This design comes from an exercise in tuning for small area, a short achievable clock period and few clock cycles per item on the open sky130 flow, not from production work.

==> module irrigation_pump_controller, before the edit <==
module irrigation_pump_controller (
  input  logic                           clk,
  input  logic                           rst,
  input  logic                           s_axis_tvalid,
  output logic                           s_axis_tready,
  input  logic [ipc_pkg::IN_DATA_W-1:0]  s_axis_tdata,
  input  logic                           s_axis_tuser,
  output logic                           m_axis_tvalid,
  input  logic                           m_axis_tready,
  output logic [ipc_pkg::OUT_DATA_W-1:0] m_axis_tdata,
  input  logic                           cfg_valid,
  output logic                           cfg_ready,
  input  logic [ipc_pkg::CFG_IDX_W-1:0]  cfg_index,
  input  logic [ipc_pkg::CFG_DATA_W-1:0] cfg_data
);
  ipc_pkg::ipc_cfg_t cfg;
  assign cfg_ready = 1'b1;
  ipc_regs u_regs (
    .clk      (clk),
    .rst      (rst),
    .wr_en    (cfg_valid),
    .wr_index (cfg_index),
    .wr_data  (cfg_data),
    .cfg      (cfg)
  );
  logic        timer_active;
  logic [15:0] elapsed;
  logic        e_sat;       
  logic        motor;
  logic        resting;
  logic        pending;
  logic        limit;
  logic [31:0] secs;        
  logic        secs_ovf;    
  logic [31:0] water;       
  logic        water_ovf;   
  logic        out_valid;
  logic        busy;        
  logic        clr;         
  logic [2:0]  bit_i;       
  logic        f_bit;       
  logic        held;        
  logic accept;
  assign s_axis_tready = !busy && (!out_valid || m_axis_tready);
  assign accept        = s_axis_tvalid && s_axis_tready;
  logic is_tick, is_manual, is_auto, need;
  assign is_tick   = !s_axis_tuser;
  assign is_manual = s_axis_tuser && s_axis_tdata[23];
  assign is_auto   = s_axis_tuser && !s_axis_tdata[23];
  assign need = (s_axis_tdata[7:0] > cfg.temp_threshold) ||
                (s_axis_tdata[15:8] < cfg.humidity_threshold) ||
                (s_axis_tdata[22:16] < cfg.moisture_threshold);
  logic [15:0] e_inc;
  logic        gt_min, gt_max, ge_rest;
  assign e_inc   = e_sat ? elapsed : elapsed + 16'd1;
  assign gt_min  = (elapsed >= cfg.min_run_seconds) && !(e_sat && &cfg.min_run_seconds);
  assign gt_max  = (elapsed >= cfg.max_run_seconds) && !(e_sat && &cfg.max_run_seconds);
  assign ge_rest = e_sat || (elapsed >= cfg.rest_seconds) || (e_inc == cfg.rest_seconds);
  logic pend_eff, limit_eff, keep_run, start, run_end;
  assign pend_eff  = !timer_active || pending;
  assign limit_eff = timer_active && limit;
  assign keep_run  = motor && pend_eff;
  assign start     = !resting && !keep_run && need && !limit_eff;
  assign run_end   = !resting && !keep_run && !(need && !limit_eff) && motor;
  logic restart;    
  assign restart = accept && is_auto && start && !motor && timer_active;
  logic flow_wr;
  assign flow_wr = cfg_valid && (cfg_index == 3'd6);
  logic [15:0] secs_add;
  logic [32:0] secs_sum;
  assign secs_add = clr ? elapsed : {15'd0, !e_sat};
  bk_add #(32) u_secs_add (.a(secs), .b({16'd0, secs_add}), .ci(1'b0),
                           .s(secs_sum[31:0]), .co(secs_sum[32]));
  logic [31:0] w_a;
  logic [31:0] w_b;
  logic [32:0] w_sum;
  logic [2:0]  bit_n;
  assign w_a   = busy ? {water[30:0], 1'b0} : water;
  assign w_b   = busy ? (f_bit ? secs : 32'd0) : {24'd0, cfg.flow_per_second};
  bk_add #(32) u_water_add (.a(w_a), .b(w_b), .ci(1'b0),
                            .s(w_sum[31:0]), .co(w_sum[32]));
  assign bit_n = bit_i - 3'd1;
  always_ff @(posedge clk) begin
    if (rst) begin
      timer_active <= 1'b0;
      elapsed      <= '0;
      e_sat        <= 1'b0;
      motor        <= 1'b0;
      resting      <= 1'b0;
      pending      <= 1'b1;
      limit        <= 1'b0;
      secs         <= '0;
      secs_ovf     <= 1'b0;
      water        <= '0;
      water_ovf    <= 1'b0;
      out_valid    <= 1'b0;
      busy         <= 1'b0;
      clr          <= 1'b0;
      bit_i        <= '0;
      f_bit        <= 1'b0;
      held         <= 1'b0;
    end else begin
      if (m_axis_tready) out_valid <= 1'b0;
      if (clr) begin
        clr       <= 1'b0;
        water     <= '0;
        water_ovf <= 1'b0;
        bit_i     <= 3'd7;
        f_bit     <= cfg.flow_per_second[7];
        if (held) begin
          secs     <= secs_sum[31:0];
          secs_ovf <= secs_ovf || secs_sum[32];
        end
      end else if (busy) begin
        water     <= w_sum[31:0];
        water_ovf <= water_ovf || w_sum[32] || water[31] || (f_bit && secs_ovf);
        bit_i     <= bit_n;
        f_bit     <= cfg.flow_per_second[bit_n];
        if (bit_i == 3'd0) begin
          busy      <= 1'b0;
          out_valid <= held;
          held      <= 1'b0;
        end
      end
      if (flow_wr) begin
        busy <= 1'b1;
        clr  <= 1'b1;
      end
      if (accept) begin
        out_valid <= !restart;
        if (restart) begin
          held <= 1'b1;
          busy <= 1'b1;
          clr  <= 1'b1;
        end
        if (is_tick) begin
          if (timer_active) begin
            elapsed <= e_inc;
            e_sat   <= &elapsed[15:1];
            if (motor) begin
              secs     <= secs_sum[31:0];
              secs_ovf <= secs_ovf || secs_sum[32];
              if (!e_sat) begin
                water     <= w_sum[31:0];
                water_ovf <= water_ovf || w_sum[32];
              end
              if (gt_min) pending <= 1'b0;
              if (gt_max) limit <= 1'b1;
            end else if (ge_rest) begin
              timer_active <= 1'b0;
              elapsed      <= '0;
              e_sat        <= 1'b0;
              resting      <= 1'b0;
            end
          end
        end else if (is_manual) begin
          if (motor) begin
            elapsed      <= '0;
            e_sat        <= 1'b0;
            timer_active <= 1'b0;
          end
          resting <= 1'b0;
          motor   <= 1'b0;
        end else begin
          pending <= pend_eff;
          limit   <= limit_eff;
          if (start) begin
            motor        <= 1'b1;
            timer_active <= 1'b1;
          end
          if (run_end) begin
            motor   <= 1'b0;
            elapsed <= '0;
            e_sat   <= 1'b0;
            resting <= 1'b1;
          end
        end
      end
    end
  end
  assign m_axis_tvalid = out_valid;
  assign m_axis_tdata  = {6'd0, water | {32{water_ovf}}, resting, motor};
endmodule
clock: 7.5 ns
lec_check: 0
cap_margin: 20
core_margin: 2
core_utilization: 40
setup_slack_margin: 4.0
slew_margin: 20
run.sh (not shown) runs the stock make flow with config.mk's settings and CLKGATE_MAP_FILE= SYNTH_SCRIPT=/design/flow/synth_recipe.tcl, a recipe that flattens the netlist after the stock synthesis.
Next try:
--- a/flow/design.v
+++ b/flow/design.v
@@ -193,11 +193,11 @@
                 (s_axis_tdata[22:16] < cfg.moisture_threshold);
   logic [15:0] e_inc;
   logic        gt_min, gt_max, ge_rest;
   assign e_inc   = e_sat ? elapsed : elapsed + 16'd1;
-  assign gt_min  = (elapsed >= cfg.min_run_seconds) && !(e_sat && &cfg.min_run_seconds);
-  assign gt_max  = (elapsed >= cfg.max_run_seconds) && !(e_sat && &cfg.max_run_seconds);
-  assign ge_rest = e_sat || (elapsed >= cfg.rest_seconds) || (e_inc == cfg.rest_seconds);
+  assign gt_min  = e_inc > cfg.min_run_seconds;
+  assign gt_max  = e_inc > cfg.max_run_seconds;
+  assign ge_rest = e_inc >= cfg.rest_seconds;
   logic pend_eff, limit_eff, keep_run, start, run_end;
   assign pend_eff  = !timer_active || pending;
   assign limit_eff = timer_active && limit;
   assign keep_run  = motor && pend_eff;
What happened:
- global-route usage is lower by 1.2 points
- synthesized cell count came out lower by a few percent
- sequential share of layout area is higher by 1.2 points
- worst hold slack gets worse by 0.012 ns
- synthesized area is lower by a few percent
- wire length decreases by a few percent
- design area went down by a few percent
- count of clock-buffer cells in the layout does not change
- flip-flop and latch count is unchanged
Function was not checked in any run of this note: the RTL went through the layout flow alone.

-- what the ideal ports hide --
No port has a modelled driver above. Below, the same layouts with a new extraction and two added sets of constraints.
Step 1 (the two cells are an assumption about what drives the block):
set clk [get_ports {clk}]
set_driving_cell -lib_cell sky130_fd_sc_hd__clkbuf_16 $clk
set_driving_cell -lib_cell sky130_fd_sc_hd__buf_2 [delete_from_list [all_inputs] $clk]
Step 2 also shifts input and output timing later by t, the mid clock arrival at the registers, as if the neighbouring blocks saw the same clock.
a / b / c = ideal / step 1 / step 2; a / b = the first two.
run | t, ns | setup slack, ns | clock arrival spread, ns | worst slew at a driven data input, ns | cell pins on the clock port's net
the first run | 0.483 | 3.766 / 3.766 / 3.587 | 0.029 / 0.029 | 0.04 | 1
the second run | 0.478 | 3.954 / 3.954 / 3.661 | 0.020 / 0.019 | 0.05 | 1
After both steps setup and hold are still met in every run listed. The setup slack of the second run, which loses most, moves by 0.000 ns with the drivers and by -0.293 ns with both steps.
